Background: an optimization exercise with open tools, aiming at small area, a short achievable clock period and few clock cycles per item. Do not read the settings as production practice.
RTL that was checked went through simulation tests only; none was proved equivalent to the original.
For run 5, only the layout was checked, not whether the RTL still works.
No activity file was given, so power comes from the tool's default toggle rates.

## flow/design.v

```verilog
package muldiv_pkg;
    localparam logic [2:0] F3_MUL    = 3'b000;
    localparam logic [2:0] F3_MULH   = 3'b001;
    localparam logic [2:0] F3_MULHSU = 3'b010;
    localparam logic [2:0] F3_MULHU  = 3'b011;
    localparam logic [2:0] F3_DIV    = 3'b100;
    localparam logic [2:0] F3_DIVU   = 3'b101;
    localparam logic [2:0] F3_REM    = 3'b110;
    localparam logic [2:0] F3_REMU   = 3'b111;
endpackage
module md_adder
#(
    parameter int unsigned N = 37
) (
    input  logic [N-1:0] x,
    input  logic [N-1:0] y,
    input  logic         ci,
    output logic [N-1:0] s
);
    localparam int unsigned L = (N > 32) ? 6 : (N > 16) ? 5 : (N > 8) ? 4 :
                                (N > 4) ? 3 : (N > 2) ? 2 : 1;
    logic [N-1:0] g0, p0, c;
    logic [N-1:0] G [0:2*L-1];
    logic [N-1:0] P [0:2*L-1];
    always_comb begin
        g0    = x & y;
        p0    = x ^ y;
        g0[0] = (x[0] & y[0]) | (ci & p0[0]);
        G[0]  = g0;
        P[0]  = p0;
        for (int l = 0; l < L; l++) begin
            G[l+1] = G[l];
            P[l+1] = P[l];
            for (int i = 0; i < N; i++) begin
                if (((i + 1) % (2 ** (l + 1))) == 0 && i >= 2 ** l) begin
                    G[l+1][i] = G[l][i] | (P[l][i] & G[l][i-2**l]);
                    P[l+1][i] = P[l][i] & P[l][i-2**l];
                end
            end
        end
        for (int l = L - 1; l >= 1; l--) begin
            G[2*L-l] = G[2*L-l-1];
            P[2*L-l] = P[2*L-l-1];
            for (int i = 0; i < N; i++) begin
                if (((i + 1) % (2 ** l)) == (2 ** (l - 1)) && i >= 2 ** l) begin
                    G[2*L-l][i] = G[2*L-l-1][i] | (P[2*L-l-1][i] & G[2*L-l-1][i-2**(l-1)]);
                    P[2*L-l][i] = P[2*L-l-1][i] & P[2*L-l-1][i-2**(l-1)];
                end
            end
        end
        c = G[2*L-1];
        s = p0 ^ {c[N-2:0], ci};
    end
endmodule
module muldiv_seq
#(
    parameter int unsigned XLEN       = 32,
    parameter int unsigned MUL_STAGES = 2
) (
    input  logic            clk,
    input  logic            rst_n,
    input  logic            req_valid,
    output logic            req_ready,
    input  logic [XLEN-1:0] a,
    input  logic [XLEN-1:0] b,
    input  logic [2:0]      funct3,
    input  logic            flush,
    output logic            resp_valid,
    input  logic            resp_ready,
    output logic [XLEN-1:0] res,
    output logic            busy
);
    logic        busy_q, rv_q;
    logic        p_mul_q, p_m9_q, p_nega_q, p_cmp0_q, p_cmp_q, p_div_q, p_fix_q, p_done_q;
    logic        p_mul_d, p_m9_d, p_nega_d, p_cmp0_d, p_cmp_d, p_div_d, p_fix_d, p_done_d;
    logic        one0_q, two0_q, inv0_q, one1_q, two1_q, inv1_q, xinv_q;
    logic        one0_d, two0_d, inv0_d, one1_d, two1_d, inv1_d, xinv_d;
    logic        xhi_q, xhi4_q, xdiv_q, xlo_q;
    logic        xhi_d, xhi4_d, xdiv_d, xlo_d;
    logic [4:0]  cnt_q, cnt_d;
    logic        selhi_q, selhi_d;    
    logic        isrem_q, isrem_d;    
    logic        negq_q, negq_d;      
    logic        negr_q, negr_d;      
    logic        x9_q, x9_d;          
    logic [32:0] A_q, A_d;            
    logic [33:0] HI_q, HI_d;          
    logic [31:0] LO_q, LO_d;
    assign req_ready  = !busy_q && !flush;
    assign busy       = busy_q;
    assign resp_valid = rv_q;
    assign res        = selhi_q ? HI_q[31:0] : LO_q;
    logic [36:0] X, A37, A37x2, PP0, PP1, PP1s, S, C, Cs, sum;
    logic        sgn;
    logic        s0, s1, s2, s3;
    always_comb begin
        X = ({37{xhi_q}}  & {{3{HI_q[33]}}, HI_q})
          | ({37{xhi4_q}} & {7'd0, HI_q[33:4]})
          | ({37{xdiv_q}} & {{2{HI_q[33]}}, HI_q, LO_q[31]})
          | ({37{xlo_q}}  & {5'd0, LO_q});
        X = X ^ {37{xinv_q}};
        A37   = {{4{A_q[32]}}, A_q};
        A37x2 = {A37[35:0], 1'b0};
        PP0 = (({37{one0_q}} & A37) | ({37{two0_q}} & A37x2)) ^ {37{inv0_q}};
        PP1 = (({37{one1_q}} & A37) | ({37{two1_q}} & A37x2)) ^ {37{inv1_q}};
        s0 = inv0_q;
        s1 = inv1_q;
        s2 = inv1_q | xinv_q;
        s3 = inv1_q;
        PP1s = {PP1[34:0], s1, s0};
        S  = X ^ PP0 ^ PP1s;
        C  = (X & PP0) | (X & PP1s) | (PP0 & PP1s);
        Cs = {C[35:0], s2};
        sum = add_s;
        sgn = sum[36];
    end
    logic [36:0] add_s;
    md_adder #(.N(37)) u_add (.x(S), .y(Cs), .ci(s3), .s(add_s));
    logic is_div, sdiv, a_neg, b_neg, bnz;
    always_comb begin
        is_div = funct3[2];
        sdiv   = funct3[2] & ~funct3[0];
        a_neg  = a[31];
        b_neg  = b[31];
        bnz    = |b;
    end
    function automatic logic [2:0] booth(input logic [2:0] bb);
        booth[2] = bb[1] ^ bb[0];
        booth[1] = (bb[2] & ~bb[1] & ~bb[0]) | (~bb[2] & bb[1] & bb[0]);
        booth[0] = bb[2] & ~(bb[1] & bb[0]);
    endfunction
    logic last;
    assign last = (cnt_q == 5'd0);
    logic       cmp_any, cmp_lim, f_cmp0, f_rneg, f_rcor, f_quo, dlast, mstep;
    logic [2:0] bo0, bo1, bi0, bi1;
    always_comb begin
        cmp_any = p_cmp0_q | p_cmp_q;
        cmp_lim = p_cmp_q & (cnt_q == 5'd27);        
        mstep   = p_mul_q & ~last;
        dlast   = p_div_q & last;
        f_cmp0  = p_cmp0_q & isrem_q & negr_q;        
        f_rneg  = dlast & isrem_q & negr_q;           
        f_rcor  = dlast & isrem_q & ~negr_q;          
        f_quo   = dlast & ~isrem_q & negq_q;          
        bo0     = booth(LO_q[5:3]);
        bo1     = booth(LO_q[7:5]);
        bi0     = booth({a[1:0], 1'b0});
        bi1     = booth(a[3:1]);
        if (!busy_q) begin
            selhi_d  = funct3[1] | (~funct3[2] & funct3[0]);
            isrem_d  = funct3[2] & funct3[1];
            negq_d   = sdiv & (a_neg ^ b_neg) & bnz;
            negr_d   = sdiv & a_neg;
            x9_d     = (funct3 == muldiv_pkg::F3_MULHU) && a_neg;
            cnt_d    = is_div ? 5'd31 : 5'd7;
            p_mul_d  = ~is_div;
            p_m9_d   = 1'b0;
            p_nega_d = is_div & sdiv & a_neg;
            p_cmp0_d = is_div & ~(sdiv & a_neg);
            p_cmp_d  = 1'b0;
            p_div_d  = 1'b0;
            p_fix_d  = 1'b0;
            p_done_d = 1'b0;
            xhi_d    = 1'b1;
            xhi4_d   = 1'b0;
            xdiv_d   = 1'b0;
            xlo_d    = 1'b0;
            xinv_d   = is_div & sdiv & a_neg;
            one0_d   = is_div ? ~(sdiv & a_neg) : bi0[2];
            two0_d   = ~is_div & bi0[1];
            inv0_d   = is_div ? ~(sdiv & (a_neg | b_neg)) : bi0[0];
            one1_d   = ~is_div & bi1[2];
            two1_d   = ~is_div & bi1[1];
            inv1_d   = ~is_div & bi1[0];
        end else begin
            selhi_d  = selhi_q | f_quo;
            isrem_d  = isrem_q;
            negq_d   = negq_q;
            negr_d   = negr_q;
            x9_d     = x9_q;
            cnt_d    = p_cmp_q ? cnt_q + 5'd4 :
                       (p_mul_q | p_div_q) ? cnt_q - 5'd1 : cnt_q;
            p_mul_d  = mstep;
            p_m9_d   = p_mul_q & last & x9_q;
            p_nega_d = 1'b0;
            p_cmp0_d = p_nega_q;
            p_cmp_d  = cmp_any & ~cmp_lim & ~sgn;
            p_div_d  = (p_div_q & ~last) | (p_cmp_q & (cmp_lim | sgn));
            p_fix_d  = f_rneg | f_quo | (sgn ? (f_cmp0 | f_rcor) : 1'b0);
            p_done_d = p_done_q | p_fix_q | p_m9_q | (p_mul_q & last & ~x9_q)
                     | (dlast & ~isrem_q & ~negq_q)
                     | (sgn ? (p_cmp0_q & ~f_cmp0) : (f_rcor));
            xhi_d    = p_mul_q | p_nega_q | f_rneg | (sgn ? (f_cmp0 | f_rcor) : 1'b0);
            xhi4_d   = cmp_any & ~cmp_lim & ~sgn;
            xdiv_d   = (p_div_q & ~last) | (p_cmp_q & (cmp_lim | sgn));
            xlo_d    = f_quo;
            xinv_d   = f_quo | f_rneg | (sgn & f_cmp0);
            one0_d   = (mstep & bo0[2]) | (p_mul_q & last & x9_q) | p_nega_q | (p_div_q & ~f_rneg & ~f_quo)
                     | (sgn ? (p_cmp_q | (p_cmp0_q & ~f_cmp0) | f_rneg) : cmp_any);
            two0_d   = mstep & bo0[1];
            inv0_d   = (mstep & bo0[0]) | ((p_nega_q | p_cmp_q) & ~A_q[32])
                     | (sgn ? ((p_cmp0_q & ~f_cmp0 & ~A_q[32]) | (p_div_q & ~last & A_q[32])
                               | (f_rcor & A_q[32]) | (f_rneg & ~A_q[32]))
                            : ((p_cmp0_q & ~A_q[32]) | (p_div_q & ~last & ~A_q[32])));
            one1_d   = mstep & bo1[2];
            two1_d   = mstep & bo1[1];
            inv1_d   = mstep & bo1[0];
        end
    end
    logic        hs_load, hs_mul, hs_sum, hs_cmp, hs_hold, ls_div, ls_hold;
    logic [33:0] hi_load;
    logic [31:0] lo_load;
    always_comb begin
        hs_load = !busy_q;
        hs_mul  = busy_q & p_mul_q;
        hs_sum  = busy_q & (p_m9_q | p_nega_q | p_div_q | p_fix_q);
        hs_cmp  = busy_q & p_cmp_q;
        hs_hold = busy_q & ~(p_mul_q | p_m9_q | p_nega_q | p_div_q | p_fix_q | p_cmp_q);
        ls_div  = busy_q & p_div_q;
        ls_hold = busy_q & ~(p_mul_q | p_cmp_q | p_div_q);
        hi_load = is_div ? {{2{sdiv & a_neg}}, a} : 34'd0;
        lo_load = is_div ? 32'd0 : a;
        A_d  = busy_q ? A_q : {((funct3 == muldiv_pkg::F3_MULH) || sdiv) && b_neg, b};
        HI_d = ({34{hs_mul}}  & {sum[36], sum[36:4]})
             | ({34{hs_sum}}  & sum[33:0])
             | ({34{hs_cmp}}  & {4'd0, HI_q[33:4]})
             | ({34{hs_hold}} & HI_q)
             | ({34{hs_load}} & hi_load);
        LO_d = ({32{hs_mul}}  & {sum[3:0], LO_q[31:4]})
             | ({32{hs_cmp}}  & {HI_q[3:0], LO_q[31:4]})
             | ({32{ls_div}}  & {LO_q[30:0], ~sgn})
             | ({32{ls_hold}} & LO_q)
             | ({32{hs_load}} & lo_load);
    end
    always_ff @(posedge clk or negedge rst_n) begin
        if (!rst_n) begin
            busy_q <= 1'b0;
            rv_q   <= 1'b0;
        end else begin
            if (flush) begin
                busy_q <= 1'b0;
                rv_q   <= 1'b0;
            end else if (!busy_q) begin
                busy_q <= req_valid;
                rv_q   <= 1'b0;
            end else if (rv_q) begin
                if (resp_ready) begin
                    busy_q <= 1'b0;
                    rv_q   <= 1'b0;
                end
            end else begin
                rv_q <= p_done_d;
            end
        end
    end
    always_ff @(posedge clk) begin
        {p_mul_q, p_m9_q, p_nega_q, p_cmp0_q, p_cmp_q, p_div_q, p_fix_q, p_done_q} <=
            {p_mul_d, p_m9_d, p_nega_d, p_cmp0_d, p_cmp_d, p_div_d, p_fix_d, p_done_d};
        {one0_q, two0_q, inv0_q, one1_q, two1_q, inv1_q, xinv_q} <=
            {one0_d, two0_d, inv0_d, one1_d, two1_d, inv1_d, xinv_d};
        {xhi_q, xhi4_q, xdiv_q, xlo_q} <= {xhi_d, xhi4_d, xdiv_d, xlo_d};
        cnt_q   <= cnt_d;
        selhi_q <= selhi_d;
        isrem_q <= isrem_d;
        negq_q  <= negq_d;
        negr_q  <= negr_d;
        x9_q    <= x9_d;
        A_q     <= A_d;
        HI_q    <= HI_d;
        LO_q    <= LO_d;
    end
endmodule
```

## flow/flow/run.sh

```bash
#!/bin/bash
# The standard ORFS layout (the standard.sh) with two changes in how the
# layout is made: ports are buffered with sky130_fd_sc_hd__buf_1, and timing repair aims
# 5.9 ns below the clock period. The 10.5 ns clock, I/O delays and loads in
# constraint.sdc are unchanged.
set -euo pipefail
sed -e 's/SETUP_SLACK_MARGIN=[0-9.]*/SETUP_SLACK_MARGIN=5.9/' \
    -e 's/"\${@:-finish}"/BUFFER_PORTS_ARGS="-buffer_cell sky130_fd_sc_hd__buf_1" "\${@:-finish}"/' \
    standard.sh > standard_mod.sh
bash standard_mod.sh > flow_make.log 2>&1
```

## flow/standard.sh

```bash
#!/bin/bash
# synth_recipe.tcl (not shown) runs the flow's synth.tcl, then flattens the netlist and writes it again
# the make line also repeats each setting of config.mk as NAME=value (left out here)
make -C /OpenROAD-flow-scripts/flow DESIGN_CONFIG=/design/flow/config.mk WORK_HOME=/design/flow/orfs CLKGATE_MAP_FILE= SYNTH_SCRIPT=/design/flow/synth_recipe.tcl "${@:-finish}"
```

## flow/config.mk

```make
export PLATFORM = sky130hd
export DESIGN_NAME = muldiv_seq
export DESIGN_NICKNAME = muldiv_seq
export VERILOG_FILES = /design/flow/design.v
export SDC_FILE = /design/flow/constraint.sdc
export NUM_CORES = 4
export LEC_CHECK = 0
export CAP_MARGIN = 20
export CORE_MARGIN = 2
export CORE_UTILIZATION = 35
export CTS_BUF_LIST = sky130_fd_sc_hd__clkbuf_8
export SETUP_SLACK_MARGIN = 5
export SLEW_MARGIN = 20
```

## flow/constraint.sdc

```tcl
create_clock -name core_clock -period 10.5 [get_ports {clk}]
set_input_delay 2.1000 -clock core_clock [delete_from_list [all_inputs] [get_ports {clk}]]
set_output_delay 2.1000 -clock core_clock [all_outputs]
set_load 0.01 [all_outputs]
```

==> results of run 1 <==
## synth_stat cells, types with 3 or more instances
cell type,number,area [µm²]
sky130_fd_sc_hd__buf_1,11,41.3
sky130_fd_sc_hd__dfxtp_1,84,1680
sky130_fd_sc_hd__nand4_1,7,43.8
sky130_fd_sc_hd__nor3_1,5,25.0
sky130_fd_sc_hd__a222oi_1,30,300
sky130_fd_sc_hd__o2111ai_1,6,52.6
sky130_fd_sc_hd__o31a_1,3,26.3
sky130_fd_sc_hd__o21ai_0,77,385
sky130_fd_sc_hd__a31oi_1,5,31.3
sky130_fd_sc_hd__ha_1,45,563
sky130_fd_sc_hd__nor2b_1,3,18.8
sky130_fd_sc_hd__a22o_1,33,289
sky130_fd_sc_hd__fa_1,54,1080
sky130_fd_sc_hd__mux2_2,32,360
sky130_fd_sc_hd__a21oi_1,47,235
sky130_fd_sc_hd__buf_2,4,20.0
sky130_fd_sc_hd__a21oi_2,3,26.3
sky130_fd_sc_hd__o211ai_1,5,37.5
sky130_fd_sc_hd__a221oi_1,35,307
sky130_fd_sc_hd__o21a_1,3,22.5
sky130_fd_sc_hd__and2_1,4,25.0
sky130_fd_sc_hd__xor2_1,48,420
sky130_fd_sc_hd__xnor2_1,77,674
sky130_fd_sc_hd__nor4_1,9,56.3
sky130_fd_sc_hd__inv_1,77,289
sky130_fd_sc_hd__a22oi_1,99,743
sky130_fd_sc_hd__nor2_1,31,116
sky130_fd_sc_hd__a21o_1,9,67.6
sky130_fd_sc_hd__clkbuf_1,71,267
sky130_fd_sc_hd__edfxtp_1,42,1260
sky130_fd_sc_hd__o21bai_1,4,30.0
sky130_fd_sc_hd__a221o_1,8,80.1
sky130_fd_sc_hd__nand2b_1,4,25.0
sky130_fd_sc_hd__nand2_1,102,383
## routing by layer
metal / vias up / wire length (µm) / GRT usage, %
met5: - / 0 / 0
met4: 0 / 1050 / 7.78
met3: 72 / 3330 / 4.48
met2: 529 / 15600 / 34.2
met1: 4630 / 15300 / 31.7
li1: 4335 / - / -
## area by class of cell
type	count	area, µm²
multi-input combinational	830	7180
sequential	128	3010
tap	390	488
clock buffer	17	234
fill	2930	17400
clock inverter	15	130
inverter	77	292
timing repair buffer	150	788
## state kept, by name, indices dropped and copies added, names as in the netlist, 5 cells and up
name,cells
A_q,33
LO_q,32
cnt_q,5
HI_q,34
## where the power goes
group          total [mW]  leakage [nW]  internal, mW  switching, mW
clock network       0.429         0.205         0.206          0.223
registers           0.846          1.15         0.631          0.215
logic                3.49          3.32          1.53           1.96
## cells in the final DEF (no fill, tap or decap), types with 5 or more instances in the layout
cell                        count
sky130_fd_sc_hd__edfxtp_1      42
sky130_fd_sc_hd__a22oi_1       99
sky130_fd_sc_hd__xor2_1        46
sky130_fd_sc_hd__buf_1        106
sky130_fd_sc_hd__fa_1          47
sky130_fd_sc_hd__a222oi_1      30
sky130_fd_sc_hd__o2111ai_1      6
sky130_fd_sc_hd__nand2_1      100
sky130_fd_sc_hd__nor3_1         5
sky130_fd_sc_hd__o21ai_1        5
sky130_fd_sc_hd__a21o_1         9
sky130_fd_sc_hd__clkinv_2       5
sky130_fd_sc_hd__nor2_2         5
sky130_fd_sc_hd__buf_6          6
sky130_fd_sc_hd__dfxtp_1       79
sky130_fd_sc_hd__ha_1          39
sky130_fd_sc_hd__a21oi_2        5
sky130_fd_sc_hd__nand4_1        7
sky130_fd_sc_hd__nor2_1        26
sky130_fd_sc_hd__fa_2           7
sky130_fd_sc_hd__buf_4         34
sky130_fd_sc_hd__nor4_1         9
sky130_fd_sc_hd__a221oi_2      21
sky130_fd_sc_hd__a221o_1        8
sky130_fd_sc_hd__xnor2_2        6
sky130_fd_sc_hd__inv_1         78
sky130_fd_sc_hd__a21oi_1       43
sky130_fd_sc_hd__mux2_2        32
sky130_fd_sc_hd__o211ai_1       5
sky130_fd_sc_hd__ha_4           6
sky130_fd_sc_hd__a31oi_1        5
sky130_fd_sc_hd__clkbuf_8      17
sky130_fd_sc_hd__o21ai_0       72
sky130_fd_sc_hd__xnor2_1       71
sky130_fd_sc_hd__a221oi_1      15
sky130_fd_sc_hd__a22o_1        33
## worst max path at each step
stage	start	slack, ns	cells after the start	endpoint
floorplan	xhi4_q	5.98	19	HI_q[26]
global placement	xdiv_q	5.16	20	HI_q[27]
detailed placement	xdiv_q	5.11	18	HI_q[26]
CTS	xlo_q	5.92	19	HI_q[23]
global route	xdiv_q	5.76	21	HI_q[23]
finish	flush	5.96	3	req_ready
## worst min-delay path: stages (launching register included)
cell and delay, ns:
sky130_fd_sc_hd__dfxtp_1 0.36, sky130_fd_sc_hd__nand2_1 0.07, sky130_fd_sc_hd__nand2_1 0.04
## cell families (layout without fill, tap and decap cells)
group / Yosys count / count (layout) / synth area share [%]
XOR/XNOR: 125 / 125 / 10.5
flip-flops: 128 / 128 / 28.7
adder cells (fa/ha/maj): 99 / 99 / 15.8
AO/OA/AOI/OAI: 389 / 389 / 27.4
multiplexers: 33 / 33 / 3.55
buffers and inverters: 164 / 259 / 6.03
AND/OR/NAND/NOR: 184 / 184 / 8.04
## timing repair
action	in CTS	in global routing
resized for setup	28	56
pin swaps	8	28
setup endpoints to repair	39	17
buffers inserted	6	19
==> flow_metrics.tcl, run 1 <==
set metrics [dict create \
    outcome "finished clean" \
    drt-wirelength-per-cell_um 22.0 \
    worst_path_largest_cell_delay_ns 0.16 \
    cell_area_synth_um2 10400 \
    worst_margin_pin_slew_ns 1.09 \
    power_density_nw_per_um2 393 \
    yosysWarningCount 4 \
    highest_clock_rate_ghz 0.220 \
    finalWeightedCongestion 0.856 \
    critPathCaptureType "output port" \
    power_mw 4.77 \
    final-setup-viol-count 0 \
    numPlacedInstances 1550 \
    antenna-diode-count 0 \
    final-hold-violation-count 0 \
    min_path_cells 2 \
    synth_ff_type "sky130_fd_sc_hd__dfxtp_1" \
    crit_family "buffers and inverters" \
    antenna_violations_before_repair 0 \
    slew_viol_final 0 \
    maxcap_viol_count 0 \
    grt-ovfl-total 0 \
    place_ws_ns 5.11 \
    final_design_area_no_fill_um2 12100 \
    port-buffer-count 106 \
    fin_nets 1375 \
    placedInstanceArea_um2 11100 \
    cts_hold_repair_buffers 0 \
    critical-path-top-cell-by-count "sky130_fd_sc_hd__buf_1" \
    cts_htree_levels 4 \
    first_pass_iters 9 \
    finalWorstSetupSlack_ns 5.96 \
    synth-seq-cells 128 \
    worst_setup_hold_path_clk_slew_ns 0.08 \
    routed_via_density 5.95 \
    layout_cell_share_with_drive_strength_beyond_1_pct 15.3 \
    cpMaxStageDelayCell "sky130_fd_sc_hd__buf_1" \
    row_count 63 \
    ioPinCount 107 \
    largest_net_degree_at_the_start_of_global_routing 51 \
    fin_clk_skew_ns 0.0203 \
    vias_in_the_first_global_route 9080 \
    reg2reg_to "HI_q[23]" \
    hold_class "flop to flop" \
    tritoncts "built" \
    r2r_cells 21 \
    slew_headroom_pct 27.1 \
    cp_data_required_time_ns 8.40 \
    detail_placement_hpwl_um 24900 \
    register_to_register_path_setup_slack_ns 5.96 \
    timing.rr.start "xdiv_q" \
    grt_pass1_wl_um 54100 \
    routed_wl_um 35300 \
    hold-path-endpoint "LO_q[2]" \
    layout.core_utilization_pct 41.1 \
    worst_skew_pair.late_latency_ns 0.47 \
    cts_num_sinks 128 \
    area_of_the_core_um2 29500 \
    synth_seq_area_share_pct 28.7 \
    drt_drc_violations_left 0 \
    die_width_um 177 \
    rsz0062_at_grt "true" \
    layout.cells.non_filler 1607 \
    cp_data_arrival_time_ns 2.44 \
    critPathBufInv 2 \
    detail-route-antenna-nets 0 \
    postSynthNetCount 1293 \
    initial_utilization_pct 35.3 \
    whs_ns 0.509 \
    cts_made_buffers 17 \
    clockRootBuffer "sky130_fd_sc_hd__clkbuf_8" \
    finalSetupTns_ns 0 \
    ctsLongestPathBuffers 2 \
    start_kind "input port" \
    synth.lib_cells_used.distinct 70 \
    area_growth_pct 16.3 \
    worstSetupPathType "input port to output port" \
    synth-edff-count 42 \
    worst_hold_startpoint "LO_q[2]" \
    period_needed_ns 4.54 \
    gr-usage-all-layers_pct 22.5 \
    vdd_ir_drop_max_mv 0.190 \
    synth_area_per_cell_um2 9.29 \
    iteration_0_drc_markers 1099 \
    via_count 9566 \
    die_y_um 177 \
    total_leakage_power_nw 4.67 \
    syn_inst 1122 \
    maximum_fanout_along_the_worst_path 3 \
    dieArea_um2 31200 \
    async_flop_share_pct 1.56 \
    critical_path.cell_chain "buf_1 -> nor2_1 -> buf_1" \
    post-route-period-util_pct 43.2 \
]
Testbench counts, summed over its fixed seeds: cycles 25,495, ops 2,400.
==> run 2: changes to the inputs <==
==> flow/flow/run.sh (replaced) <==
#!/bin/bash
# The standard ORFS layout (the standard.sh) with two changes in how the
# layout is made: ports are buffered with sky130_fd_sc_hd__buf_1, and timing repair aims
# 5.8 ns below the clock period. The 10.5 ns clock, I/O delays and loads in
# constraint.sdc are unchanged.
set -euo pipefail
sed -e 's/SETUP_SLACK_MARGIN=[0-9.]*/SETUP_SLACK_MARGIN=5.8/' \
    -e 's/"\${@:-finish}"/BUFFER_PORTS_ARGS="-buffer_cell sky130_fd_sc_hd__buf_1" "\${@:-finish}"/' \
    standard.sh > standard_mod.sh
bash standard_mod.sh > flow_make.log 2>&1
--- a/flow/config.mk
+++ b/flow/config.mk
@@ -11,2 +11,4 @@
 export CTS_BUF_LIST = sky130_fd_sc_hd__clkbuf_8
+export CTS_CLUSTER_DIAMETER = 200
+export CTS_CLUSTER_SIZE = 30
 export SETUP_SLACK_MARGIN = 5
==> run 2 against run 1 <==
Net effect:
- still clean
- final cell count shrank 0.19%
- worst hold slack got worse by 0.016 ns
- flip-flop and latch count did not move
- power shrank 6.2%
- routed wire length down 2.9%
- sequential share of layout area increased by 0.40 points
- register-to-register slack improved by 0.04 ns
- utilization fell by 0.64 points
- first-iteration DRC count rose by 7.5%
==> flow_metrics.tcl, run 2 <==
set metrics [dict create \
    power.switching_mw 2.28 \
    power.sequential.fraction_pct 18.7 \
    iteration_0_drc_markers 1181 \
    synth.lib_cells_used.distinct 70 \
    cpMaxStageDelayCell "sky130_fd_sc_hd__buf_1" \
    critPathCaptureType "output port" \
    layout_common_cells "106 x sky130_fd_sc_hd__buf_1, 102 x sky130_fd_sc_hd__nand2_1, 99 x sky130_fd_sc_hd__a22oi_1, 78 x sky130_fd_sc_hd__dfxtp_1" \
    largest_register "HI_q" \
    place_ws_ns 5.11 \
    worstSetupPathType "input port to output port" \
    worst_margin_pin_slew_ns 1.03 \
    cts_made_buffers 17 \
    syn_inst 1122 \
    cp_data_arrival_time_ns 2.44 \
    layout_cell_share_with_drive_strength_beyond_1_pct 13.7 \
    pwr-share-comb_pct 70.8 \
    post-synth-top-count-cell "sky130_fd_sc_hd__nand2_1" \
    largest_register_ff_count 34 \
    yosysWarningCount 4 \
    vias_in_the_first_global_route 8819 \
    synthTopCellsByArea "sky130_fd_sc_hd__dfxtp_1 16%, sky130_fd_sc_hd__edfxtp_1 12%, sky130_fd_sc_hd__fa_1 10%, sky130_fd_sc_hd__a22oi_1 7.1%, sky130_fd_sc_hd__xnor2_1 6.5%" \
    synth-edff-count 42 \
    rsz0062_at_grt "true" \
    detail-route-antenna-nets 0 \
    critical_path.cell_chain "buf_1 -> nor2_1 -> buf_1" \
    detail_placement_hpwl_um 24700 \
    power_frac_clock_pct 10.5 \
    maxcap_viol_count 0 \
    power_density_nw_per_um2 375 \
    synth_seq_area_share_pct 28.7 \
    synth-seq-cells 128 \
    reg.largest.list "HI_q: 34 flops, A_q: 33 flops, LO_q: 32 flops" \
    ioPinCount 107 \
    port-buffer-count 106 \
    highest_clock_rate_ghz 0.220 \
    final-hold-violation-count 0 \
    routed_via_density 5.89 \
    postSynthNetCount 1293 \
    die_y_um 177 \
    antenna-diode-count 0 \
    worst_skew_pair.late_latency_ns 0.48 \
    cts_num_sinks 128 \
    via_count 9443 \
    slew_viol_final 0 \
    grt-ovfl-total 0 \
    drt-wirelength-per-cell_um 21.4 \
    dieArea_um2 31200 \
    initial_utilization_pct 35.3 \
    antenna_violations_before_repair 0 \
    area_growth_pct 14.5 \
    largest_net_degree_at_the_start_of_global_routing 51 \
    period_needed_ns 4.54 \
    synth_ff_type "sky130_fd_sc_hd__dfxtp_1" \
    final-setup-viol-count 0 \
    cp_data_required_time_ns 8.40 \
    start_kind "input port" \
    synth_area_per_cell_um2 9.29 \
    clockRootBuffer "sky130_fd_sc_hd__clkbuf_8" \
    drt_drc_violations_left 0 \
    gr-usage-all-layers_pct 21.7 \
    area_of_the_core_um2 29500 \
    power_report.internal_total_mw 2.19 \
    async_flop_share_pct 1.56 \
    cell_area_synth_um2 10400 \
    ys_top_cells_by_count "102 x sky130_fd_sc_hd__nand2_1, 99 x sky130_fd_sc_hd__a22oi_1, 84 x sky130_fd_sc_hd__dfxtp_1" \
    yosysTopAreaCellShare_pct 16.1 \
    final_common_cell "sky130_fd_sc_hd__buf_1" \
    grt_pass1_wl_um 52400 \
    worst_path_largest_cell_delay_ns 0.16 \
    total_leakage_power_nw 4.62 \
    maximum_fanout_along_the_worst_path 3 \
    outcome "finished clean" \
    tritoncts "built" \
    synth_largest_area_cell "sky130_fd_sc_hd__dfxtp_1" \
    critPathBufInv 2 \
    finalWeightedCongestion 0.873 \
    first_pass_iters 6 \
    post-route-period-util_pct 43.2 \
    hold_class "flop to flop" \
    finalSetupTns_ns 0 \
    power_mw 4.47 \
    ctsLongestPathBuffers 2 \
    critical-path-top-cell-by-count "sky130_fd_sc_hd__buf_1" \
    vdd_ir_drop_max_mv 0.136 \
    finalWorstSetupSlack_ns 5.96 \
    fin_clk_skew_ns 0.0154 \
    slew_headroom_pct 30.9 \
    worst_setup_hold_path_clk_slew_ns 0.10 \
    routed_wl_um 34300 \
    fin_nets 1372 \
    crit_family "buffers and inverters" \
    die_width_um 177 \
    row_count 63 \
    cts_htree_levels 4 \
    p_sw_share_pct 51.0 \
]
## run 2: cell counts after synthesis
Identical to the previous run, type by type.
## run 2: cell type report
type / instances / area, µm²
multi-input combinational: 830 / 7000
clock buffer: 19 / 262
clock inverter: 13 / 149
fill: 2930 / 17500
tap: 390 / 488
timing repair buffer: 147 / 734
inverter: 77 / 289
sequential: 128 / 3010
## run 2: worst reg2reg max path: stages, from the launching register on
cell and delay (ns):
sky130_fd_sc_hd__dfxtp_4 0.39, sky130_fd_sc_hd__buf_2 0.18, sky130_fd_sc_hd__a22o_1 0.22, sky130_fd_sc_hd__a221oi_2 0.23, sky130_fd_sc_hd__xor2_1 0.24, sky130_fd_sc_hd__fa_1 0.48
sky130_fd_sc_hd__inv_1 0.09, sky130_fd_sc_hd__ha_1 0.23, sky130_fd_sc_hd__nand2b_1 0.12, sky130_fd_sc_hd__a21oi_2 0.08, sky130_fd_sc_hd__o211a_1 0.27, sky130_fd_sc_hd__o211ai_1 0.27
sky130_fd_sc_hd__nand2_1 0.12, sky130_fd_sc_hd__a21bo_2 0.22, sky130_fd_sc_hd__a21o_1 0.18, sky130_fd_sc_hd__a21o_1 0.19, sky130_fd_sc_hd__fa_2 0.41, sky130_fd_sc_hd__xnor2_2 0.16
sky130_fd_sc_hd__o21ai_0 0.12, sky130_fd_sc_hd__a21oi_1 0.12, sky130_fd_sc_hd__o21ai_0 0.08
## run 2: routing by layer
| layer | vias to the layer above | track usage (%) | part of all wire, % | wire (µm) |
|---|---|---|---|---|
| met2 | 471 | 33.4 | 45 | 15300 |
| met1 | 4587 | 31.0 | 45 | 15300 |
| met3 | 56 | 3.85 | 8.3 | 2840 |
| li1 | 4329 | - | - | - |
| met4 | 0 | 6.47 | 2.4 | 826 |
| met5 | - | 0 | 0 | 0 |
## run 2: timing repair
item | 4_1_cts | 5_1_grt
gates resized for setup | 16 | 30
setup buffers | 2 | 19
hold buffers | 0 | 0
pin swaps | 4 | 8
setup endpoints to repair | 20 | 15
## run 2: per-stage QoR
stage	cells	util, %	hold WS (ns)	cell area [µm²]
final	1604	40.5	0.493	11900
after global routing	1604	40.5	0.526	11900
after CTS	1584	39.4	0.498	11600
after detailed placement	1550	37.8	0.488	11100
after global placement	1550	37.8	0.476	11100
after floorplan	1122	-	0.446	10400
## run 2: kinds of logic (layout without fill, tap and decap cells)
family / count (synthesis) / count (layout) / synth area share, %
adder cells (fa/ha/maj): 99 / 99 / 15.8
flip-flops: 128 / 128 / 28.7
AO/OA/AOI/OAI: 389 / 389 / 27.4
XOR/XNOR: 125 / 125 / 10.5
buffers and inverters: 164 / 256 / 6.03
multiplexers: 33 / 33 / 3.55
AND/OR/NAND/NOR: 184 / 184 / 8.04
## run 2: worst paths after layout
path                          from         to  slack [ns]  cells past startpoint
max in group asynchronous    rst_n     busy_q        8.96                      1
min in group asynchronous    rst_n       rv_q        1.40                      1
hold / removal             LO_q[1]    LO_q[1]        0.49                      2
hold reg to reg            LO_q[1]    LO_q[1]        0.49                      2
setup reg to reg            xdiv_q   HI_q[19]        6.00                     20
setup / recovery             flush  req_ready        5.96                      3
## run 2: power groups by stage
| stage | logic (mW) | clock network, mW | registers (mW) |
|---|---|---|---|
| after floorplan | 2.20 | 0 | 0.738 |
| after global placement | 2.91 | 0 | 0.832 |
| after detailed placement | 2.95 | 0 | 0.830 |
| after CTS | 3.02 | 0.470 | 0.823 |
| after global routing | 3.50 | 0.487 | 0.851 |
| final | 3.16 | 0.468 | 0.838 |
==> run 3: changes to the inputs <==
--- a/flow/config.mk
+++ b/flow/config.mk
@@ -11,4 +11,3 @@
 export CTS_BUF_LIST = sky130_fd_sc_hd__clkbuf_8
-export CTS_CLUSTER_DIAMETER = 200
-export CTS_CLUSTER_SIZE = 30
+export PLACE_DENSITY = 0.8
 export SETUP_SLACK_MARGIN = 5
==> run 3 against run 2 <==
Net effect:
- still clean
- first-iteration DRC count grew 42%
- synthesized area is the same
- routed wire length grew 0.50%
- sequential power grew 3.5%
- fmax shrank 1.5%
- worst setup slack lost 0.068 ns
- clock-buffer cell count shrank 1
- clock power is essentially flat
- combinational power grew 6%
- largest power group unchanged
==> flow_metrics.tcl, run 3 <==
set metrics [dict create \
    first_pass_iters 6 \
    area_of_the_core_um2 29500 \
    cts_hold_repair_buffers 0 \
    tritoncts "built" \
    reg.largest.list "HI_q: 34 flops, A_q: 33 flops, LO_q: 32 flops" \
    layout.cells.non_filler 1593 \
    vias_in_the_first_global_route 9210 \
    initial_utilization_pct 35.3 \
    ys_top_cells_by_count "102 x sky130_fd_sc_hd__nand2_1, 99 x sky130_fd_sc_hd__a22oi_1, 84 x sky130_fd_sc_hd__dfxtp_1" \
    power_density_nw_per_um2 391 \
    hold_class "flop to flop" \
    finalWeightedCongestion 1.00 \
    grt-ovfl-total 0 \
    worstSetupPathType "flop to flop" \
    drt_drc_violations_left 0 \
    cp_data_arrival_time_ns 4.93 \
    yosysWarningCount 4 \
    worst_skew_pair.late_latency_ns 0.49 \
    worst_path_largest_cell_delay_ns 0.48 \
    row_count 63 \
    synth-edff-count 42 \
    post-route-period-util_pct 43.9 \
    largest_net_degree_at_the_start_of_global_routing 51 \
    dieArea_um2 31200 \
    finalSetupTns_ns 0 \
    detail-route-antenna-nets 0 \
    die_y_um 177 \
    synth.lib_cells_used.distinct 70 \
    vdd_ir_drop_max_mv 0.185 \
    place_ws_ns 4.79 \
    critPathCaptureType "flop" \
    highest_clock_rate_ghz 0.217 \
    maximum_fanout_along_the_worst_path 8 \
    worst_setup_hold_path_clk_slew_ns 0.08 \
    period_needed_ns 4.61 \
    outcome "finished clean" \
    detail_placement_hpwl_um 24200 \
    cp_data_required_time_ns 10.83 \
    via_count 9896 \
    final_common_cell "sky130_fd_sc_hd__buf_1" \
    antenna_violations_before_repair 1 \
    maxcap_viol_count 0 \
    routed_via_density 6.21 \
    port-buffer-count 106 \
    largest_register_ff_count 34 \
    slew_viol_final 0 \
    routed_wl_um 34400 \
    drt-wirelength-per-cell_um 21.6 \
    cts_num_sinks 128 \
    numPlacedInstances 1547 \
    iteration_0_drc_markers 1680 \
    largest_register "HI_q" \
    synthTopCellsByArea "sky130_fd_sc_hd__dfxtp_1 16%, sky130_fd_sc_hd__edfxtp_1 12%, sky130_fd_sc_hd__fa_1 10%, sky130_fd_sc_hd__a22oi_1 7.1%, sky130_fd_sc_hd__xnor2_1 6.5%" \
    final-hold-violation-count 0 \
    synth-seq-cells 128 \
    rsz0062_at_grt "false" \
    fin_nets 1361 \
    async_flop_share_pct 1.56 \
    fin_clk_skew_ns 0.0164 \
    final-setup-viol-count 0 \
    synth_largest_area_cell "sky130_fd_sc_hd__dfxtp_1" \
    synth_ff_type "sky130_fd_sc_hd__dfxtp_1" \
    layout_common_cells "106 x sky130_fd_sc_hd__buf_1, 102 x sky130_fd_sc_hd__nand2_1, 99 x sky130_fd_sc_hd__a22oi_1, 79 x sky130_fd_sc_hd__dfxtp_1, 77 x sky130_fd_sc_hd__inv_1" \
    worst_margin_pin_slew_ns 1.10 \
    layout_cell_share_with_drive_strength_beyond_1_pct 13.4 \
    ctsLongestPathBuffers 2 \
    cpMaxStageDelayCell "sky130_fd_sc_hd__fa_1" \
    antenna-diode-count 0 \
    finalWorstSetupSlack_ns 5.89 \
    area_growth_pct 14.6 \
    die_width_um 177 \
    post-synth-top-count-cell "sky130_fd_sc_hd__nand2_1" \
    critical_path.cell_chain "buf_4 -> a22o_1 -> a221oi_4 -> xnor2_2 -> fa_1 -> ha_4 -> a21oi_4 -> nand2_1 -> o211a_4 -> o211ai_1 -> nand2_1 -> a21bo_2 -> buf_4 -> fa_1 -> xnor2_1 -> o21ai_0 -> a21oi_1 -> o21ai_0" \
    clockRootBuffer "sky130_fd_sc_hd__clkbuf_8" \
    start_kind "flop" \
    slew_headroom_pct 26.2 \
    synth_seq_area_share_pct 28.7 \
    yosysTopAreaCellShare_pct 16.1 \
    postSynthNetCount 1293 \
    cts_made_buffers 17 \
    total_leakage_power_nw 4.57 \
    synth_area_per_cell_um2 9.29 \
    syn_inst 1122 \
    cts_htree_levels 4 \
    grt_pass1_wl_um 52600 \
    gr-usage-all-layers_pct 21.8 \
    power_mw 4.67 \
    whs_ns 0.500 \
    cell_area_synth_um2 10400 \
    ioPinCount 107 \
]
-- run 3: cell count changes in the layout (fill, tap and decap cells not counted), moves of 2 or more --
cell / change
sky130_fd_sc_hd__a21oi_4: +2
sky130_fd_sc_hd__dfxtp_2: -2
sky130_fd_sc_hd__nor2_2: +2
sky130_fd_sc_hd__o21ai_0: -2
sky130_fd_sc_hd__a21oi_2: -3
sky130_fd_sc_hd__clkinvlp_4: +3
sky130_fd_sc_hd__buf_6: +6
sky130_fd_sc_hd__buf_4: -15
sky130_fd_sc_hd__buf_8: -2
sky130_fd_sc_hd__inv_6: -2
sky130_fd_sc_hd__nor2_1: -2
-- run 3: cell type report --
class	instances	area [µm²]
multi-input cells	830	7080
well taps	390	488
clock inverters	14	164
flip-flops and latches	128	3010
inverters	77	293
fillers	2879	17500
clock buffers	18	248
repair inverters	1	7.51
repair buffers	135	654
-- run 3: routing by layer --
layer | GRT usage [%] | part of all wire (%) | vias up
li1 | - | - | 4309
met3 | 5.40 | 13 | 128
met1 | 29.4 | 39 | 4727
met2 | 33.2 | 44 | 730
met4 | 8.99 | 4.5 | 2
met5 | 0 | 0.046 | -
-- run 3: final timing paths --
kind                       depth (start not counted)  slack, ns     from        to
min                                                2       0.50  LO_q[2]   LO_q[2]
max                                               18       5.89    xlo_q  HI_q[17]
min reg2reg                                        2       0.50  LO_q[2]   LO_q[2]
max reg2reg                                       18       5.89    xlo_q  HI_q[17]
min in group asynchronous                          1       1.38    rst_n    busy_q
max in group asynchronous                          1       8.99    rst_n      rv_q
-- run 3: worst max-delay path, delay by kind of cell (launching register included) --
family          cells  cell delay, ns
fa+ha+maj           3            1.19
xor+xnor            2            0.43
flops               1            0.36
buf+inv             2            0.32
simple gates        2            0.21
compound gates      9            1.93
-- run 3: what timing repair did --
item | in CTS | in global routing
gates cloned | 1 | 0
pin swaps | 2 | 17
resized for setup | 15 | 50
setup buffers | 2 | 11
setup endpoints to repair | 41 | 13
-- run 3: kinds of logic (layout without fill, tap and decap cells) --
| family | Yosys count | count (layout) | synth area share [%] |
|---|---|---|---|
| compound gates | 389 | 389 | 27.4 |
| buf+inv | 164 | 245 | 6.03 |
| simple gates | 184 | 184 | 8.04 |
| fa+ha+maj | 99 | 99 | 15.8 |
| xor+xnor | 125 | 125 | 10.5 |
| flops | 128 | 128 | 28.7 |
| mux | 33 | 33 | 3.55 |
-- run 3: power breakdown --
part / internal, mW / switching, mW / total [mW] / leakage [nW]
combinational: 1.41 / 1.92 / 3.34 / 3.20
sequential: 0.632 / 0.235 / 0.867 / 1.15
clock: 0.241 / 0.229 / 0.469 / 0.213
-- run 3: stage by stage --
step | util, % | instance area (µm²)
after floorplan | - | 10400
after global placement | 37.7 | 11100
after detailed placement | 37.7 | 11100
after CTS | 39.3 | 11600
after global routing | 40.5 | 11900
final | 40.5 | 11900
==> run 4: changes to the inputs <==
--- a/flow/config.mk
+++ b/flow/config.mk
@@ -11,3 +11,2 @@
 export CTS_BUF_LIST = sky130_fd_sc_hd__clkbuf_8
-export PLACE_DENSITY = 0.8
 export SETUP_SLACK_MARGIN = 5
==> run 4 against run 3 <==
Net effect:
- worst hold slack worse by 0.0063 ns
- design area about the same
- still clean on timing, DRC and antenna
- via count down 4.6%
- routed wire length down 0.50%
==> flow_metrics.tcl, run 4 <==
set metrics [dict create \
    outcome "finished clean" \
    cts_htree_levels 4 \
    vias_in_the_first_global_route 8819 \
    postSynthNetCount 1293 \
    routed_wl_um 34300 \
    ctsLongestPathBuffers 2 \
    detail_placement_hpwl_um 24700 \
    cts_made_buffers 17 \
    tritoncts "built" \
    reg.largest.list "HI_q: 34 flops, A_q: 33 flops, LO_q: 32 flops" \
    detail-route-antenna-nets 0 \
    worst_skew_pair.late_latency_ns 0.48 \
    area_growth_pct 14.5 \
    post-route-period-util_pct 43.2 \
    area_of_the_core_um2 29500 \
    drt_drc_violations_left 0 \
    syn_inst 1122 \
    whs_ns 0.493 \
    yosysTopAreaCellShare_pct 16.1 \
    initial_utilization_pct 35.3 \
    fin_clk_skew_ns 0.0154 \
    ys_top_cells_by_count "102 x sky130_fd_sc_hd__nand2_1, 99 x sky130_fd_sc_hd__a22oi_1, 84 x sky130_fd_sc_hd__dfxtp_1" \
    layout_common_cells "106 x sky130_fd_sc_hd__buf_1, 102 x sky130_fd_sc_hd__nand2_1, 99 x sky130_fd_sc_hd__a22oi_1, 78 x sky130_fd_sc_hd__dfxtp_1" \
    yosysWarningCount 4 \
    synth.lib_cells_used.distinct 70 \
    maximum_fanout_along_the_worst_path 3 \
    gr-usage-all-layers_pct 21.7 \
    final-setup-viol-count 0 \
    routed_via_density 5.89 \
    globalRouteMet2Util_pct 33.4 \
    critPathCaptureType "output port" \
    clockRootBuffer "sky130_fd_sc_hd__clkbuf_8" \
    vdd_ir_drop_max_mv 0.136 \
    grt-ovfl-total 0 \
    ioPinCount 107 \
    worstSetupPathType "input port to output port" \
    grt.met1_usage_pct 31.0 \
    worst_path_largest_cell_delay_ns 0.16 \
    grt-busiest-layer "met2" \
    antenna_violations_before_repair 0 \
    largest_net_degree_at_the_start_of_global_routing 51 \
    numPlacedInstances 1550 \
    antenna-diode-count 0 \
    met3_usage_pct 3.85 \
    synth_ff_type "sky130_fd_sc_hd__dfxtp_1" \
    finalSetupTns_ns 0 \
    worst_margin_pin_slew_ns 1.03 \
    critPathBufInv 2 \
    finalWeightedCongestion 0.873 \
    synth_area_per_cell_um2 9.29 \
    cell_area_synth_um2 10400 \
    worst_setup_hold_path_clk_slew_ns 0.10 \
    grt_pass1_wl_um 52400 \
    critical-path-top-cell-by-count "sky130_fd_sc_hd__buf_1" \
    largest_register "HI_q" \
    layout_cell_share_with_drive_strength_beyond_1_pct 13.7 \
    place_ws_ns 5.11 \
    row_count 63 \
    port-buffer-count 106 \
    synth-edff-count 42 \
    cts_num_sinks 128 \
    fin_nets 1372 \
    slew_headroom_pct 30.9 \
    die_y_um 177 \
    final-hold-violation-count 0 \
    critical_path.cell_chain "buf_1 -> nor2_1 -> buf_1" \
    cpMaxStageDelayCell "sky130_fd_sc_hd__buf_1" \
    final_common_cell "sky130_fd_sc_hd__buf_1" \
    power_mw 4.47 \
    slew_viol_final 0 \
    start_kind "input port" \
    first_pass_iters 6 \
    layout.cells.non_filler 1604 \
    iteration_0_drc_markers 1181 \
    synthTopCellsByArea "sky130_fd_sc_hd__dfxtp_1 16%, sky130_fd_sc_hd__edfxtp_1 12%, sky130_fd_sc_hd__fa_1 10%, sky130_fd_sc_hd__a22oi_1 7.1%, sky130_fd_sc_hd__xnor2_1 6.5%" \
    filler_cell_count 2930 \
    cp_data_arrival_time_ns 2.44 \
    crit_family "buffers and inverters" \
    finalWorstSetupSlack_ns 5.96 \
    async_flop_share_pct 1.56 \
    dieArea_um2 31200 \
    power_density_nw_per_um2 375 \
    total_leakage_power_nw 4.62 \
    cp_data_required_time_ns 8.40 \
    period_needed_ns 4.54 \
    hold_class "flop to flop" \
    synth_largest_area_cell "sky130_fd_sc_hd__dfxtp_1" \
    regArea_um2 3010 \
    multiInputGateArea_um2 7000 \
    via_count 9443 \
    rsz0062_at_grt "true" \
    drt-wirelength-per-cell_um 21.4 \
    highest_clock_rate_ghz 0.220 \
    largest_register_ff_count 34 \
    die_width_um 177 \
    synth_seq_area_share_pct 28.7 \
    maxcap_viol_count 0 \
    post-synth-top-count-cell "sky130_fd_sc_hd__nand2_1" \
    synth-seq-cells 128 \
]
[run 4: cell counts after synthesis]
No cell type changed its count.
[run 4: metal layers]
layer	vias up	share of wire [%]
li1	4329	-
met2	471	45
met4	0	2.4
met3	56	8.3
met1	4587	45
met5	-	0
[run 4: worst paths after layout]
path / startpoint / end / slack, ns / depth (start not counted)
min in group asynchronous: rst_n / rv_q / 1.40 / 1
hold / removal: LO_q[1] / LO_q[1] / 0.49 / 2
max in group asynchronous: rst_n / busy_q / 8.96 / 1
setup / recovery: flush / req_ready / 5.96 / 3
hold reg to reg: LO_q[1] / LO_q[1] / 0.49 / 2
setup reg to reg: xdiv_q / HI_q[19] / 6.00 / 20
[run 4: cell families (layout without fill, tap and decap cells)]
family,count (synthesis),in the layout,share of synthesized area (%)
flops,128,128,28.7
compound gates,389,389,27.4
simple gates,184,184,8.04
fa+ha+maj,99,99,15.8
xor+xnor,125,125,10.5
mux,33,33,3.55
buf+inv,164,256,6.03
[run 4: layout make-up]
cell class | instances | area share [%]
multi-input combinational | 830 | 58.7
sequential | 128 | 25.2
timing repair buffer | 147 | 6.16
tap | 390 | 4.09
inverter | 77 | 2.42
clock buffer | 19 | 2.19
clock inverter | 13 | 1.25
[run 4: worst reg2reg max path: stages (launching register included)]
cell and delay [ns]:
sky130_fd_sc_hd__dfxtp_4 0.39, sky130_fd_sc_hd__buf_2 0.18, sky130_fd_sc_hd__a22o_1 0.22, sky130_fd_sc_hd__a221oi_2 0.23
sky130_fd_sc_hd__xor2_1 0.24, sky130_fd_sc_hd__fa_1 0.48, sky130_fd_sc_hd__inv_1 0.09, sky130_fd_sc_hd__ha_1 0.23
sky130_fd_sc_hd__nand2b_1 0.12, sky130_fd_sc_hd__a21oi_2 0.08, sky130_fd_sc_hd__o211a_1 0.27, sky130_fd_sc_hd__o211ai_1 0.27
sky130_fd_sc_hd__nand2_1 0.12, sky130_fd_sc_hd__a21bo_2 0.22, sky130_fd_sc_hd__a21o_1 0.18, sky130_fd_sc_hd__a21o_1 0.19
sky130_fd_sc_hd__fa_2 0.41, sky130_fd_sc_hd__xnor2_2 0.16, sky130_fd_sc_hd__o21ai_0 0.12, sky130_fd_sc_hd__a21oi_1 0.12
sky130_fd_sc_hd__o21ai_0 0.08
[run 4: report_power, final]
part / internal (mW) / total, mW / switching (mW) / leakage (nW)
clock network: 0.229 / 0.468 / 0.238 / 0.211
logic: 1.33 / 3.16 / 1.83 / 3.26
registers: 0.632 / 0.838 / 0.206 / 1.15
[run 4: repair_timing]
| item | CTS | global route |
|---|---|---|
| gates resized for setup | 16 | 30 |
| hold buffers | 0 | 0 |
| endpoints found under the setup margin | 20 | 15 |
| setup buffers | 2 | 19 |
| endpoints found under the hold margin | 0 | 0 |
| pin swaps | 4 | 8 |
[run 4: stage by stage]
| stage | instance area [µm²] | util (%) |
|---|---|---|
| after global placement | 11100 | 37.8 |
| after detailed placement | 11100 | 37.8 |
| after CTS | 11600 | 39.4 |
| after floorplan | 10400 | - |
| after global routing | 11900 | 40.5 |
| final | 11900 | 40.5 |
==> run 5: changes to the inputs <==
--- a/flow/design.v
+++ b/flow/design.v
@@ -163,3 +163,3 @@
             p_done_d = 1'b0;
-            xhi_d    = 1'b1;
+            xhi_d    = is_div;      
             xhi4_d   = 1'b0;
@@ -220,3 +220,3 @@
         ls_hold = busy_q & ~(p_mul_q | p_cmp_q | p_div_q);
-        hi_load = is_div ? {{2{sdiv & a_neg}}, a} : 34'd0;
+        hi_load = {{2{sdiv & a_neg}}, a};
         lo_load = is_div ? 32'd0 : a;
==> run 5 against run 4 <==
Net effect:
- power grew 12%
- global-route usage is 0.84 points higher
- still clean
- clock power grew 4.3%
==> flow_metrics.tcl, run 5 <==
set metrics [dict create \
    initial_utilization_pct 35.7 \
    crit_start "xdiv_q" \
    tritoncts "built" \
    cts_htree_levels 4 \
    port-buffer-count 106 \
    register_to_register_path_setup_slack_ns 5.92 \
    reg2reg_to "HI_q[18]" \
    gr-usage-all-layers_pct 22.5 \
    via_count 9738 \
    period_needed_ns 4.58 \
    cts_made_buffers 17 \
    slew_viol_final 0 \
    synth.lib_cells_used.distinct 64 \
    maxcap_viol_count 0 \
    critical_path.cell_chain "buf_12 -> a22o_1 -> a221oi_4 -> xnor2_2 -> fa_1 -> ha_4 -> a21oi_2 -> nand2_2 -> o21ai_4 -> nand2_2 -> a21o_1 -> a21oi_2 -> o21ai_2 -> a31o_2 -> fa_1 -> a221oi_1 -> a21oi_1 -> a221o_1" \
    start_kind "flop" \
    die_y_um 178 \
    timing.rr.start "xdiv_q" \
    worst_skew_pair.late_latency_ns 0.47 \
    area_of_the_core_um2 29800 \
    worstSetupPathType "flop to flop" \
    post-synth-top-count-cell "sky130_fd_sc_hd__a22oi_1" \
    postSynthNetCount 1340 \
    hold_class "flop to flop" \
    outcome "finished clean" \
    antenna_violations_before_repair 0 \
    layout_common_cells "109 x sky130_fd_sc_hd__a22oi_1, 106 x sky130_fd_sc_hd__buf_1, 93 x sky130_fd_sc_hd__inv_1, 76 x sky130_fd_sc_hd__dfxtp_1, 76 x sky130_fd_sc_hd__nand2_1" \
    filler_cell_count 2936 \
    power_density_nw_per_um2 400 \
    cpMaxStageDelayCell "sky130_fd_sc_hd__fa_1" \
    critPathCaptureType "flop" \
    cell_area_synth_um2 10600 \
    syn_inst 1169 \
    finalSetupTns_ns 0 \
    vias_in_the_first_global_route 9203 \
    post-route-period-util_pct 43.7 \
    worst_margin_pin_slew_ns 1.03 \
    placedInstanceArea_um2 11300 \
    total_leakage_power_nw 4.71 \
    synth_area_per_cell_um2 9.10 \
    numPlacedInstances 1587 \
    drt_drc_violations_left 0 \
    synth_largest_area_cell "sky130_fd_sc_hd__dfxtp_1" \
    largest_net_degree_at_the_start_of_global_routing 84 \
    cp_data_required_time_ns 10.85 \
    finalWeightedCongestion 0.888 \
    first_pass_iters 8 \
    antenna-diode-count 0 \
    largest_register_ff_count 34 \
    drt-wirelength-per-cell_um 22.1 \
    highest_clock_rate_ghz 0.218 \
    row_count 63 \
    vdd_ir_drop_max_mv 0.188 \
    detail_placement_hpwl_um 26000 \
    worst_path_largest_cell_delay_ns 0.63 \
    yosysTopAreaCellShare_pct 15.8 \
    r2r_cells 18 \
    synthTopCellsByArea "sky130_fd_sc_hd__dfxtp_1 16%, sky130_fd_sc_hd__edfxtp_1 12%, sky130_fd_sc_hd__fa_1 10%, sky130_fd_sc_hd__a22oi_1 7.8%, sky130_fd_sc_hd__xnor2_1 6.5%" \
    cp_data_arrival_time_ns 4.93 \
    iteration_0_drc_markers 1515 \
    fin_clk_skew_ns 0.0161 \
    routed_wl_um 36100 \
    async_flop_share_pct 1.56 \
    ctsLongestPathBuffers 2 \
    synth-seq-cells 128 \
    synth_seq_area_share_pct 28.1 \
    ioPinCount 107 \
    final-hold-violation-count 0 \
    final_design_area_no_fill_um2 12600 \
    cts_num_sinks 128 \
    layout.cells.non_filler 1635 \
    worst_setup_hold_path_clk_slew_ns 0.09 \
    final_common_cell "sky130_fd_sc_hd__a22oi_1" \
    grt_pass1_wl_um 54800 \
    dieArea_um2 31800 \
    largest_register "HI_q" \
    maximum_fanout_along_the_worst_path 16 \
    area_growth_pct 18.0 \
    clockRootBuffer "sky130_fd_sc_hd__clkbuf_8" \
    endpoint "HI_q[18]" \
    detail-route-antenna-nets 0 \
    ys_top_cells_by_count "110 x sky130_fd_sc_hd__a22oi_1, 93 x sky130_fd_sc_hd__inv_1, 84 x sky130_fd_sc_hd__dfxtp_1, 79 x sky130_fd_sc_hd__nand2_1, 79 x sky130_fd_sc_hd__xnor2_1" \
    synth-edff-count 42 \
    grt-ovfl-total 0 \
    layout_cell_share_with_drive_strength_beyond_1_pct 14.5 \
    die_width_um 178 \
    reg.largest.list "HI_q: 34 flops, A_q: 33 flops, LO_q: 32 flops" \
    yosysWarningCount 4 \
    routed_via_density 5.96 \
    fin_nets 1403 \
    synth_ff_type "sky130_fd_sc_hd__dfxtp_1" \
    final-setup-viol-count 0 \
    slew_headroom_pct 31.3 \
    rsz0062_at_grt "false" \
]
-- run 5: metal layers --
layer	global-route usage, %	share of wire (%)	vias up
li1	-	-	4440
met1	34.5	47	4739
met2	32.9	42	505
met3	4.07	8.7	54
met4	4.64	1.7	0
met5	0	0	-
-- run 5: logic make-up (layout without fill, tap and decap cells) --
family | after synthesis | count (layout) | synth area share (%)
compound gates | 378 | 378 | 26.3
flops | 128 | 128 | 28.1
simple gates | 219 | 219 | 9.66
mux | 34 | 34 | 3.56
xor+xnor | 125 | 125 | 10.3
fa+ha+maj | 99 | 99 | 15.5
buf+inv | 186 | 262 | 6.56
-- run 5: layout make-up --
type / count / area, µm² / area share (%)
Clock buffer: 17 / 234 / 1.86
Clock inverter: 15 / 194 / 1.54
Inverter: 94 / 357 / 2.84
Multi-Input combinational cell: 855 / 7520 / 59.9
Sequential cell: 128 / 3020 / 24.0
Tap cell: 390 / 488 / 3.89
Timing Repair Buffer: 135 / 741 / 5.90
Timing Repair inverter: 1 / 7.51 / 0.0598
-- run 5: stage by stage --
stage	hold WS (ns)	total power [mW]	setup WS, ns	utilization (%)
2_1_floorplan	0.446	3.01	5.81	-
3_3_place_gp	0.487	3.87	4.94	37.9
3_5_place_dp	0.491	3.93	4.77	37.9
4_1_cts	0.498	4.53	5.78	40.4
5_1_grt	0.543	5.37	5.73	42.1
6_report	0.506	5.02	5.92	42.1
-- run 5: critical path: cells and delay by family (launching register included) --
family / cells / cell delay, ns
simple gates: 2 / 0.17
compound gates: 11 / 2.24
xor+xnor: 1 / 0.14
buf+inv: 1 / 0.16
flops: 1 / 0.37
fa+ha+maj: 3 / 1.37
-- run 5: where the power goes --
part           internal (mW)  switching [mW]  leakage [nW]
registers              0.637           0.228          1.15
logic                   1.57            2.09          3.33
clock network          0.258           0.229         0.227
total                   2.47            2.55          4.71
-- run 5: worst min path at each step --
| stage | slack (ns) | depth (start not counted) | endpoint | from |
|---|---|---|---|---|
| 2_1_floorplan | 0.45 | 2 | LO_q[2] | LO_q[2] |
| 3_3_place_gp | 0.49 | 2 | LO_q[2] | LO_q[2] |
| 3_5_place_dp | 0.49 | 2 | LO_q[2] | LO_q[2] |
| 4_1_cts | 0.50 | 2 | p_cmp0_q | p_nega_q |
| 5_1_grt | 0.54 | 2 | LO_q[2] | LO_q[2] |
| 6_report | 0.51 | 2 | p_cmp0_q | p_nega_q |
-- run 5: what timing repair did --
action | CTS | global route
setup buffers | 7 | 5
cloned | 3 | 1
resized for setup | 40 | 71
setup endpoints to repair | 41 | 26
pin swaps | 4 | 25
hold buffers | 0 | 0

## separate check: timing with driven ports
The flow's constraints put no driver on any port. The routed layouts listed below were extracted and timed again, unchanged, in two steps.
Step 1 assumes that a clkbuf_16 drives the clock port and a buf_2 every other input.
Step 2 times the ports against the registers' clock, not the clock port: input delays grow and output delays shrink by t, the midpoint of the rising clock arrivals with the driver on.
Three values: ideal, step 1, step 2; two values: the first two.
| run | shift t [ns] | slack for setup (ns) | hold WS [ns] | clock arrival spread, ns | cell pins on the clock port's net |
|---|---|---|---|---|---|
| run 1 | 0.500 | 5.959 / 5.939 / 5.939 | 0.509 / 0.509 / 0.509 | 0.020 / 0.020 | 1 |
| run 2 | 0.510 | 5.961 / 5.940 / 5.940 | 0.493 / 0.493 / 0.493 | 0.015 / 0.015 | 1 |
| run 3 | 0.524 | 5.893 / 5.893 / 5.893 | 0.500 / 0.500 / 0.500 | 0.018 / 0.019 | 1 |
| run 4 | 0.510 | 5.961 / 5.940 / 5.940 | 0.493 / 0.493 / 0.493 | 0.015 / 0.015 | 1 |
| run 5 | 0.505 | 5.916 / 5.916 / 5.916 | 0.506 / 0.506 / 0.506 | 0.016 / 0.016 | 1 |
After both steps every run listed still meets setup and hold.
